Source: an optimization exercise on an open RTL-to-GDS flow (aim: a short achievable clock period and few clock cycles per item). Production flows keep margins and buffers that such runs may drop.
In this exercise RTL edits were held to simulation tests only and were not proved equivalent to the original.
No activity file was given, so power comes from the tool's default toggle rates.

### config.mk
export PLATFORM = sky130hd
export DESIGN_NAME = huffman_tree_walk_decoder_top
export DESIGN_NICKNAME = huffman_tree_walk_decoder_top
export VERILOG_FILES = /design/flow/design.v
export SDC_FILE = /design/flow/constraint.sdc
export NUM_CORES = 4
export LEC_CHECK = 0
export CAP_MARGIN = 20
export CORE_MARGIN = 2
export CORE_UTILIZATION = 40
export PLACE_DENSITY = 0.6
export SLEW_MARGIN = 20
### constraint.sdc
create_clock -name core_clock -period 6.0 [get_ports {clk}]
set_input_delay 1.2000 -clock core_clock [delete_from_list [all_inputs] [get_ports {clk}]]
set_output_delay 1.2000 -clock core_clock [all_outputs]
set_load 0.01 [all_outputs]
### design.v
module huffman_tree_walk_decoder_top #(
  parameter int NODE_COUNT = 64
) (
  input  logic        clk,
  input  logic        rst,
  input  logic        cfg_valid,
  output logic        cfg_ready,
  input  logic [0:0]  cfg_reg_index,
  input  logic [31:0] cfg_wdata,
  input  logic        in_valid,
  output logic        in_ready,
  input  logic [1:0]  in_operation,
  input  logic [5:0]  in_node_addr,
  input  logic [5:0]  in_node_left,
  input  logic [5:0]  in_node_right,
  input  logic [7:0]  in_node_symbol,
  input  logic [7:0]  in_data_byte,
  output logic        out_valid,
  input  logic        out_ready,
  output logic [7:0]  out_symbol,
  output logic [31:0] out_output_count,
  output logic        out_last
);
  localparam int TW   = 20;    
  localparam int RW   = 19;    
  localparam int PW   = 38;    
  localparam int NRT  = 128;
  localparam int CAPF = 7;     
  localparam int CAPS = 2;     
  function automatic [63:0] dec6(input logic [5:0] a);
    dec6 = 64'd1 << a;
  endfunction
  function automatic [TW-1:0] tread(input logic [63:0] oh, input logic [64*TW-1:0] t);
    tread = '0;
    for (int k = 0; k < 64; k++) tread = tread | (t[k*TW +: TW] & {TW{oh[k]}});
  endfunction
  logic [5:0]        root_q;
  logic [31:0]       limit_q;
  logic [64*TW-1:0]  tbl;
  logic [NRT*RW-1:0] rt;
  logic              in_ready_q, cfg_ready_q;
  logic              ctrl_v;
  logic [1:0]        ctrl_op;
  logic [5:0]        ctrl_addr, ctrl_l, ctrl_r;
  logic [7:0]        ctrl_s;
  logic              r_v;
  logic [7:0]        r_b;
  logic              a_v, a_full;
  logic [7:0]        a_b, a_n;
  logic              d_v, d_full;
  logic [7:0]        d_b;
  logic [8*NRT-1:0]  d_oh;
  logic              l_v, l_full;
  logic [7:0]        l_b;
  logic [8*RW-1:0]   l_raw;
  logic [3:0]        s_v;
  logic [31:0]       s_byte;
  logic [32*PW-1:0]  s_info;
  logic [1:0]        wp;
  logic [31:0]       pp;
  logic              at_root, ok, sfetch, refetch, chk, cpend;
  logic [5:0]        cN;
  logic [63:0]       cNOH;
  logic [TW-1:0]     cE;
  logic [31:0]       count;
  logic              pv, pin;
  logic [7:0]        psym;
  logic [31:0]       pcnt;
  logic [4*41-1:0]   ob;
  logic [1:0]        owp, orp;
  logic [2:0]        ocn;
  logic              ov, olast;
  logic [7:0]        osym;
  logic [31:0]       ocount;
  logic [1:0]        b_st;
  logic [4:0]        b_x;
  logic [11:0]       er;
  logic [28*64-1:0]  cf_oh;
  logic [28*6-1:0]   cf_c;
  logic [27:0]       cf_f, cf_v;
  logic [28*3-1:0]   cf_len;
  logic [28*8-1:0]   cf_sym;
  logic [28*5-1:0]   cf_x;
  logic [28*TW-1:0]  fc_e;
  logic [28*6-1:0]   fc_c;
  logic [27:0]       fc_f, fc_v;
  logic [28*3-1:0]   fc_len;
  logic [28*8-1:0]   fc_sym;
  logic [28*5-1:0]   fc_x;
  assign in_ready         = in_ready_q;
  assign cfg_ready        = cfg_ready_q;
  assign out_valid        = ov;
  assign out_symbol       = osym;
  assign out_output_count = ocount;
  assign out_last         = olast;
  logic acc, acc_dec, acc_ctl, cfg_wr, wr_root, wr_limit;
  assign acc      = in_valid && in_ready_q;
  assign acc_dec  = acc && (in_operation == 2'd1);
  assign acc_ctl  = acc && (in_operation != 2'd1);
  assign cfg_wr   = cfg_valid && cfg_ready_q;
  assign wr_root  = cfg_wr && (cfg_reg_index == 1'b0);
  assign wr_limit = cfg_wr && (cfg_reg_index == 1'b1);
  function automatic int lanes(input int s);
    lanes = (s <= 5) ? 1 : ((s == 6) ? 2 : 4);
  endfunction
  logic bld_busy, bld_restart;
  logic [32*TW-1:0] ci_e;
  logic [32*6-1:0]  ci_c;
  logic [31:0]      ci_f, ci_v;
  logic [32*3-1:0]  ci_len;
  logic [32*8-1:0]  ci_sym;
  logic [32*5-1:0]  ci_x;
  logic [31:0]      co_f;
  logic [32*3-1:0]  co_len;
  logic [32*8-1:0]  co_sym;
  logic [28*6-1:0]  cn_c;
  logic [27:0]      cn_f, cn_v;
  logic [28*3-1:0]  cn_len;
  logic [28*8-1:0]  cn_sym;
  logic [28*5-1:0]  cn_x;
  logic [28*TW-1:0] fo_e;
  logic [4*RW-1:0]  rt_wdata;
  logic [TW-1:0] er_fetch;
  assign er_fetch = tread(dec6(root_q), tbl);
  assign bld_busy = (b_st != 2'd0) || (|cf_v) || (|fc_v);
  always_comb begin
    ci_e = '0; ci_c = '0; ci_f = '0; ci_v = '0; ci_len = '0; ci_sym = '0; ci_x = '0;
    cn_c = '0; cn_f = '0; cn_v = '0; cn_len = '0; cn_sym = '0; cn_x = '0;
    ci_e[0 +: TW] = {er, 8'd0};
    ci_c[0 +: 6]  = root_q;
    ci_x[0 +: 5]  = b_x;
    ci_v[0]       = (b_st == 2'd2);
    for (int s = 1; s < 8; s++) begin
      for (int j = 0; j < 4; j++) begin
        ci_e[(s*4+j)*TW +: TW] = fc_e[((s-1)*4+j)*TW +: TW];
        ci_c[(s*4+j)*6 +: 6]   = fc_c[((s-1)*4+j)*6 +: 6];
        ci_f[s*4+j]            = fc_f[(s-1)*4+j];
        ci_len[(s*4+j)*3 +: 3] = fc_len[((s-1)*4+j)*3 +: 3];
        ci_sym[(s*4+j)*8 +: 8] = fc_sym[((s-1)*4+j)*8 +: 8];
        ci_x[(s*4+j)*5 +: 5]   = fc_x[((s-1)*4+j)*5 +: 5];
        ci_v[s*4+j]            = fc_v[(s-1)*4+j];
      end
    end
    for (int s = 0; s < 8; s++) begin
      for (int j = 0; j < 4; j++) begin
        logic [TW-1:0] e;
        logic          hit;
        int            n;
        e   = ci_e[(s*4+j)*TW +: TW];
        hit = (s != 0) && !ci_f[s*4+j] && (e[7:0] != 8'd0);
        co_f[s*4+j]          = ci_f[s*4+j] || hit;
        co_len[(s*4+j)*3 +: 3] = hit ? 3'(s) : ci_len[(s*4+j)*3 +: 3];
        co_sym[(s*4+j)*8 +: 8] = hit ? e[7:0] : ci_sym[(s*4+j)*8 +: 8];
        if (s < 7 && j < lanes(s)) begin
          for (int b = 0; b < 2; b++) begin
            if (s <= 4) n = j; else n = 2*j + b;
            if (s > 4 || b == 0) begin
              cn_c[(s*4+n)*6 +: 6] = (s <= 4) ? (ci_x[(s*4+j)*5 + 4 - s] ? e[13:8] : e[19:14])
                                              : (b == 1 ? e[13:8] : e[19:14]);
              cn_f[s*4+n]            = co_f[s*4+j];
              cn_len[(s*4+n)*3 +: 3] = co_len[(s*4+j)*3 +: 3];
              cn_sym[(s*4+n)*8 +: 8] = co_sym[(s*4+j)*8 +: 8];
              cn_x[(s*4+n)*5 +: 5]   = ci_x[(s*4+j)*5 +: 5];
              cn_v[s*4+n]            = ci_v[s*4+j];
            end
          end
        end
      end
    end
    for (int s = 0; s < 7; s++)
      for (int j = 0; j < 4; j++)
        fo_e[(s*4+j)*TW +: TW] = (j < lanes(s+1)) ? tread(cf_oh[(s*4+j)*64 +: 64], tbl) : '0;
    for (int j = 0; j < 4; j++)
      rt_wdata[j*RW +: RW] = co_f[28+j] ? {1'b1, 7'd0, co_len[(28+j)*3 +: 3], co_sym[(28+j)*8 +: 8]}
                                        : {1'b0, ci_c[(28+j)*6 +: 6], ci_e[(28+j)*TW + 14 +: 6],
                                           ci_e[(28+j)*TW + 8 +: 6]};
  end
  always_ff @(posedge clk) begin
    if (bld_restart) begin
      b_st <= 2'd1;
      cf_v <= '0;
      fc_v <= '0;
    end else begin
      case (b_st)
        2'd1: begin
          er   <= er_fetch[19:8];
          b_x  <= '0;
          b_st <= 2'd2;
        end
        2'd2: begin
          b_x <= b_x + 5'd1;
          if (b_x == 5'd31) b_st <= 2'd0;
        end
        default: ;
      endcase
      cf_v <= cn_v;
      fc_v <= cf_v;
    end
    for (int k = 0; k < 28; k++) begin
      cf_oh[k*64 +: 64] <= dec6(cn_c[k*6 +: 6]);
      cf_c[k*6 +: 6]    <= cn_c[k*6 +: 6];
      cf_f[k]           <= cn_f[k];
      cf_len[k*3 +: 3]  <= cn_len[k*3 +: 3];
      cf_sym[k*8 +: 8]  <= cn_sym[k*8 +: 8];
      cf_x[k*5 +: 5]    <= cn_x[k*5 +: 5];
      fc_e[k*TW +: TW]  <= fo_e[k*TW +: TW];
      fc_c[k*6 +: 6]    <= cf_c[k*6 +: 6];
      fc_f[k]           <= cf_f[k];
      fc_len[k*3 +: 3]  <= cf_len[k*3 +: 3];
      fc_sym[k*8 +: 8]  <= cf_sym[k*8 +: 8];
      fc_x[k*5 +: 5]    <= cf_x[k*5 +: 5];
    end
    for (int j = 0; j < 4; j++) begin
      if (ci_v[28+j]) begin
        for (int v = 0; v < NRT; v++)
          if ({ci_x[(28+j)*5 +: 5], 2'(j)} == 7'(v)) rt[v*RW +: RW] <= rt_wdata[j*RW +: RW];
      end
    end
  end
  logic        sel_fast, sel_jump, sel_cr, sel_eif, sel_bit, cv, p7;
  logic [17:0] sel_raw;
  logic [31:0] ppn, ppr;
  logic [3:0]  cs;
  always_comb begin
    sel_fast = 1'b0; sel_jump = 1'b0; sel_cr = 1'b0; sel_eif = 1'b0; sel_bit = 1'b0;
    sel_raw  = '0;
    for (int k = 0; k < 32; k++) begin
      sel_fast = sel_fast | (pp[k] & s_info[k*PW + 37]);
      sel_jump = sel_jump | (pp[k] & s_info[k*PW + 36]);
      sel_cr   = sel_cr   | (pp[k] & s_info[k*PW + 35]);
      sel_eif  = sel_eif  | (pp[k] & s_info[k*PW + 34]);
      sel_raw  = sel_raw  | ({18{pp[k]}} & s_info[k*PW +: 18]);
      sel_bit  = sel_bit  | (pp[k] & s_byte[(k/8)*8 + 7 - (k%8)]);
    end
    for (int s = 0; s < 4; s++) cs[s] = |pp[s*8 +: 8];
    cv = |(cs & s_v);
    p7 = pp[7] | pp[15] | pp[23] | pp[31];
    for (int s = 0; s < 4; s++) begin
      for (int j = 0; j < 8; j++) begin
        logic a;
        a = 1'b0;
        for (int i = 0; i < 8; i++) begin
          a = a | (pp[s*8+i] & s_info[(s*8+i)*PW + 26 + j]);
          a = a | (pp[((s+3)%4)*8+i] & s_info[(((s+3)%4)*8+i)*PW + 18 + j]);
        end
        ppn[s*8+j] = a;
      end
    end
    ppr = {pp[30:0], pp[31]};
  end
  logic osp, leafE, okl;
  logic a_F1, a_F2, a_F3, a_B, a_S1, a_ST, a_CO;
  logic emit, e_at_f, f_adv, free_cur;
  logic [7:0] esym;
  logic [5:0] child;
  logic pipe_empty, exec, ex_load, ex_restart;
  assign osp   = (ocn <= 3'd2);
  assign leafE = (cE[7:0] != 8'd0);
  assign okl   = chk && leafE && ok;
  assign a_F1 = at_root && ok && cv && sel_fast && osp;
  assign a_F2 = at_root && ok && cv && !sel_fast && sel_jump;
  assign a_F3 = at_root && cv && (!ok || (!sel_fast && !sel_jump));
  assign a_B  = !at_root && sfetch;
  assign a_S1 = !at_root && !sfetch && okl && osp;
  assign a_ST = !at_root && !sfetch && !okl && cv;
  assign a_CO = !at_root && !sfetch && chk && !okl && !cv;
  assign emit     = a_F1 || a_S1;
  assign esym     = a_F1 ? sel_raw[7:0] : cE[7:0];
  assign e_at_f   = a_F1 ? sel_eif : 1'b1;
  assign f_adv    = ((a_F1 || a_F2) && sel_cr) || ((a_S1 || a_ST || a_CO) && cpend);
  assign free_cur = ((a_F1 || a_F2) && sel_cr) || (a_ST && p7);
  assign child    = sel_bit ? cE[13:8] : cE[19:14];
  assign pipe_empty = !r_v && !a_v && !d_v && !l_v && (s_v == 4'd0) && !sfetch && !chk;
  assign exec       = ctrl_v && pipe_empty;
  assign ex_load    = exec && (ctrl_op == 2'd0);
  assign ex_restart = exec && (ctrl_op == 2'd2);
  assign bld_restart = rst || ex_load || wr_root;
  logic l_mv, l_can, d_mv, d_can, a_mv, a_can, ptrig, a_load;
  logic r_vn, a_vn, d_vn, l_vn, ctrl_vn;
  logic [3:0] fill_oh, free_oh, s_vn_nofree;
  logic [3:0] occ_n;
  logic [2:0] rad_n;
  assign l_mv  = l_v && !s_v[wp];
  assign l_can = !l_v || l_mv;
  assign d_mv  = d_v && l_can && !bld_busy;
  assign d_can = !d_v || d_mv;
  assign a_mv  = a_v && d_can;
  assign a_can = !a_v || a_mv;
  assign ptrig = r_v && a_can && !(in_valid && (in_operation == 2'd1));
  assign a_load = r_v && (acc_dec || ptrig);
  assign fill_oh = l_mv ? (4'd1 << wp) : 4'd0;
  assign free_oh = free_cur ? cs : 4'd0;
  assign s_vn_nofree = s_v | fill_oh;
  always_comb begin
    r_vn    = acc_dec ? 1'b1 : (ptrig ? 1'b0 : r_v);
    a_vn    = a_load ? 1'b1 : (a_mv ? 1'b0 : a_v);
    d_vn    = a_mv ? 1'b1 : (d_mv ? 1'b0 : d_v);
    l_vn    = d_mv ? 1'b1 : (l_mv ? 1'b0 : l_v);
    ctrl_vn = acc_ctl ? 1'b1 : (exec ? 1'b0 : ctrl_v);
    occ_n   = 4'(r_vn) + 4'(a_vn) + 4'(d_vn) + 4'(l_vn)
            + 4'(s_vn_nofree[0]) + 4'(s_vn_nofree[1]) + 4'(s_vn_nofree[2]) + 4'(s_vn_nofree[3]);
    rad_n   = 3'(r_vn) + 3'(a_vn) + 3'(d_vn);
  end
  always_ff @(posedge clk) begin
    if (rst) begin
      root_q      <= '0;
      limit_q     <= '0;
      ctrl_v      <= 1'b0;
      in_ready_q  <= 1'b0;
      cfg_ready_q <= 1'b0;
    end else begin
      if (wr_root)  root_q  <= cfg_wdata[5:0];
      if (wr_limit) limit_q <= cfg_wdata;
      ctrl_v      <= ctrl_vn;
      in_ready_q  <= !ctrl_vn
                  && (occ_n < ((at_root && ok) ? 4'(CAPF) : 4'(CAPS)))
                  && (!(bld_busy || bld_restart) || (rad_n < 3'd3));
      cfg_ready_q <= pipe_empty && !ctrl_v && !acc;
    end
    if (acc_ctl) begin
      ctrl_op   <= in_operation;
      ctrl_addr <= in_node_addr;
      ctrl_l    <= in_node_left;
      ctrl_r    <= in_node_right;
      ctrl_s    <= in_node_symbol;
    end
    if (ex_load) begin
      for (int k = 0; k < 64; k++)
        if (ctrl_addr == 6'(k)) tbl[k*TW +: TW] <= {ctrl_l, ctrl_r, ctrl_s};
    end
  end
  always_ff @(posedge clk) begin
    if (rst) begin
      r_v <= 1'b0;
      a_v <= 1'b0;
      d_v <= 1'b0;
      l_v <= 1'b0;
      s_v <= '0;
      wp  <= '0;
    end else begin
      r_v <= r_vn;
      a_v <= a_vn;
      d_v <= d_vn;
      l_v <= l_vn;
      s_v <= (s_v & ~free_oh) | fill_oh;
      if (l_mv) wp <= wp + 2'd1;
    end
    if (acc_dec) r_b <= in_data_byte;
    if (a_load) begin
      a_b    <= r_b;
      a_n    <= acc_dec ? in_data_byte : 8'd0;
      a_full <= acc_dec;
    end
    if (a_mv) begin
      d_b    <= a_b;
      d_full <= a_full;
      for (int i = 0; i < 8; i++) begin
        logic [15:0] s16;
        s16 = {a_b, a_n};
        d_oh[i*NRT +: NRT] <= 128'd1 << s16[15-i -: 7];
      end
    end
    if (d_mv) begin
      l_b    <= d_b;
      l_full <= d_full;
      for (int i = 0; i < 8; i++) begin
        logic [RW-1:0] e;
        e = '0;
        for (int v = 0; v < NRT; v++) e = e | (rt[v*RW +: RW] & {RW{d_oh[i*NRT + v]}});
        l_raw[i*RW +: RW] <= e;
      end
    end
    if (l_mv) begin
      for (int s = 0; s < 4; s++) begin
        if (wp == 2'(s)) begin
          s_byte[s*8 +: 8] <= l_b;
          for (int i = 0; i < 8; i++) begin
            logic [RW-1:0] e;
            logic [3:0]    q;
            logic          cr;
            logic [7:0]    n8;
            e  = l_raw[i*RW +: RW];
            q  = 4'(i) + (e[18] ? {1'b0, e[10:8]} : 4'd7);
            cr = q[3];
            n8 = 8'd1 << q[2:0];
            s_info[(s*8+i)*PW +: PW] <= {e[18] && (l_full || (q <= 4'd8)),
                                         !e[18] && l_full,
                                         cr,
                                         (q <= 4'd8),
                                         cr ? 8'd0 : n8,
                                         cr ? n8 : 8'd0,
                                         e[17:0]};
          end
        end
      end
    end
  end
  logic [31:0] cnt1;
  logic        ok0, ok1;
  assign cnt1 = count + 32'd1;
  assign ok0  = count < limit_q;
  assign ok1  = cnt1 < limit_q;
  always_ff @(posedge clk) begin
    if (rst) begin
      pp      <= 32'd1;
      at_root <= 1'b1;
      sfetch  <= 1'b0;
      refetch <= 1'b0;
      chk     <= 1'b0;
      cpend   <= 1'b0;
      count   <= '0;
      ok      <= 1'b0;
    end else begin
      if (a_F1 || a_F2) pp <= ppn;
      else if (a_ST)    pp <= ppr;
      if (a_ST)                    cpend <= p7;
      else if (a_S1 || a_CO)       cpend <= 1'b0;
      if (ex_restart) begin
        count <= '0;
        ok    <= (limit_q != 32'd0);
      end else begin
        if (emit) count <= cnt1;
        ok <= emit ? ok1 : ok0;
      end
      if (ex_restart) begin
        at_root <= 1'b1;
        sfetch  <= 1'b0;
        refetch <= 1'b0;
        chk     <= 1'b0;
      end else if ((ex_load && !at_root) || (wr_root && at_root)) begin
        at_root <= 1'b0;
        sfetch  <= 1'b1;
        refetch <= 1'b1;
        chk     <= 1'b0;
      end else begin
        if (a_F2 || a_F3) at_root <= 1'b0;
        else if (a_S1)    at_root <= 1'b1;
        if (a_ST)      sfetch <= 1'b1;
        else if (a_B)  sfetch <= 1'b0;
        if (a_B) refetch <= 1'b0;
        if (a_B)                                chk <= !refetch;
        else if (a_S1 || a_ST || a_CO || a_F2 || a_F3) chk <= 1'b0;
      end
    end
    if (wr_root && at_root) begin
      cN   <= root_q;
      cNOH <= dec6(root_q);
    end else if (ex_load) begin
      cNOH <= dec6(cN);
    end else if (a_F2) begin
      cN <= sel_raw[17:12];
      cE <= {sel_raw[11:0], 8'd0};
    end else if (a_F3) begin
      cN <= root_q;
      cE <= {er, 8'd0};
    end else if (a_ST) begin
      cN   <= child;
      cNOH <= dec6(child);
    end else if (a_B) begin
      cE <= tread(cNOH, tbl);
    end
  end
  logic res, res_last, oen, opop;
  assign res      = pv && (!pin || emit || f_adv) && osp;
  assign res_last = !(pin && emit && e_at_f);
  assign oen      = !ov || out_ready;
  assign opop     = oen && (ocn != 3'd0);
  always_ff @(posedge clk) begin
    if (rst) begin
      pv  <= 1'b0;
      pin <= 1'b0;
      ov  <= 1'b0;
      ocn <= '0;
      owp <= '0;
      orp <= '0;
    end else begin
      if (emit) begin
        pv  <= 1'b1;
        pin <= !(e_at_f && f_adv);
      end else if (res) begin
        pv <= 1'b0;
      end else if (pv && f_adv) begin
        pin <= 1'b0;
      end
      if (oen) ov <= (ocn != 3'd0);
      if (opop) orp <= orp + 2'd1;
      if (res)  owp <= owp + 2'd1;
      ocn <= ocn + 3'(res) - 3'(opop);
    end
    if (emit) begin
      psym <= esym;
      pcnt <= cnt1;
    end
    if (res) begin
      for (int k = 0; k < 4; k++)
        if (owp == 2'(k)) ob[k*41 +: 41] <= {psym, pcnt, res_last};
    end
    if (oen) begin
      for (int k = 0; k < 4; k++)
        if (orp == 2'(k)) {osym, ocount, olast} <= ob[k*41 +: 41];
    end
  end
endmodule
### run.sh
#!/bin/bash
# synth_recipe.tcl (not shown) runs the flow's synth.tcl, then flattens the netlist and writes it again
# the make line also repeats each setting of config.mk as NAME=value (left out here)
make -C /OpenROAD-flow-scripts/flow DESIGN_CONFIG=/design/flow/config.mk WORK_HOME=/design/flow/orfs CLKGATE_MAP_FILE= SYNTH_SCRIPT=/design/flow/synth_recipe.tcl finish
==> notes.md <==
## kinds of logic after synthesis
| family | share of synthesized area |
|---|---|
| AO/OA/AOI/OAI | 0.3517 |
| buffers and inverters | 0.06687 |
| flip-flops | 0.4913 |
| AND/OR/NAND/NOR | 0.08324 |
| multiplexers | 0.002760 |
| adder cells (fa/ha/maj) | 0.002805 |
| XOR/XNOR | 0.001275 |
| other | 0.000008273 |
## through the flow
step | instance area [um2] | hold slack, ps
4_1_cts | 525600 | 294.9
3_5_place_dp | 495600 | 312.1
3_3_place_gp | 494400 | 313.1
2_1_floorplan | 453900 | 309.6
## power by group through the flow
stage | Combinational [mW] | Sequential (mW) | Clock (mW)
detailed placement | 31.3 | 70.3 | 0
global placement | 32.1 | 70.4 | 0
CTS | 31.5 | 69.2 | 57.4
floorplan | 12.1 | 64.0 | 0
## how the worst max path moves through the flow
stage                               startpoint                     to  slack [ps]  cells past startpoint
after CTS                 b_st[1]$_SDFFE_PN0P_  in_ready_q$_SDFF_PP0_           3                     19
after detailed placement       in_operation[0]  in_ready_q$_SDFF_PP0_       -1590                     17
after floorplan             wp[0]$_SDFFE_PP0P_       d_b[0]$_DFFE_PP_      -10860                      5
after global placement         in_operation[0]  in_ready_q$_SDFF_PP0_       -1910                     17
## layer usage
metal	track usage	overflow
met1	1.167	59730
met2	1.781	188900
met3	1.021	22480
met4	1.142	23760
met5	0.9256	2879
==> notes.md <==
## Outcome
- result of the run: did not finish
- Stopped at: global routing
- error that halted the flow: [ERROR GRT-0116] Global routing finished with congestion. Check the congestion regions in the DRC Viewer.

## Logic synthesis
- most common cell in the netlist: a221oi_1
- post-synthesis sequential area ratio: 0.4913
- flop and latch count out of synthesis: 7,866
- number of enable-type register cells in the synthesized netlist: 6,517
- Gate Count Post-Synth: 42,250
- mean area per synthesized cell: 10.73 um2
- largest area contributor in the netlist: edfxtp_1
- Yosys warning count: 1
- synth cell count leaders: a221oi_1, a22o_1, edfxtp_1
- fraction of synthesis flops using an asynchronous set or reset pin: 0
- post-synthesis cell area: 0.4533 mm2
- Netlist cell types: 81
- most area-consuming cells after synthesis: edfxtp_1, a221oi_1, a22o_1, a22oi_1, dfxtp_1
- most used flip-flop cell after synthesis: edfxtp_1
- Yosys top cell area share: 0.4317

## Place
- pre-CTS setup slack: -1595 ps
- cell count after placement: 55,190
- detailed placer's ending HPWL: 4,962,000 um
- IO Port Bufs: 117
- routability congestion estimate from global placement: 2.114

## CTS
- setup fix buffers added after clock tree synthesis: 0
- Resized Gates After CTS: 5
- hold_buf cts: 0
- total clock buffers created by CTS: 872
- clock tree root driver cell: clkbuf_16
- H-tree depth reported by CTS: 6
- buffer depth of the longest clock path: 5
- clock sink count: 7,866

## Floorplanning
- vertical die dimension: 1069 um
- Die Span X: 1069 um
- initial core utilization: 0.4006
- std cell rows: 391
- top-level I/O count: 118

## Global routing
- total global routing track utilization: 1.300
- global route overflow: 297,800
- vias in the first global route: 662,500
- global-route wire length before repair: 9,531,000 um
- pin count of the biggest net entering global routing: 203

Testbench counts, summed over its fixed seeds: cycles 9,879, bytes 4,096.
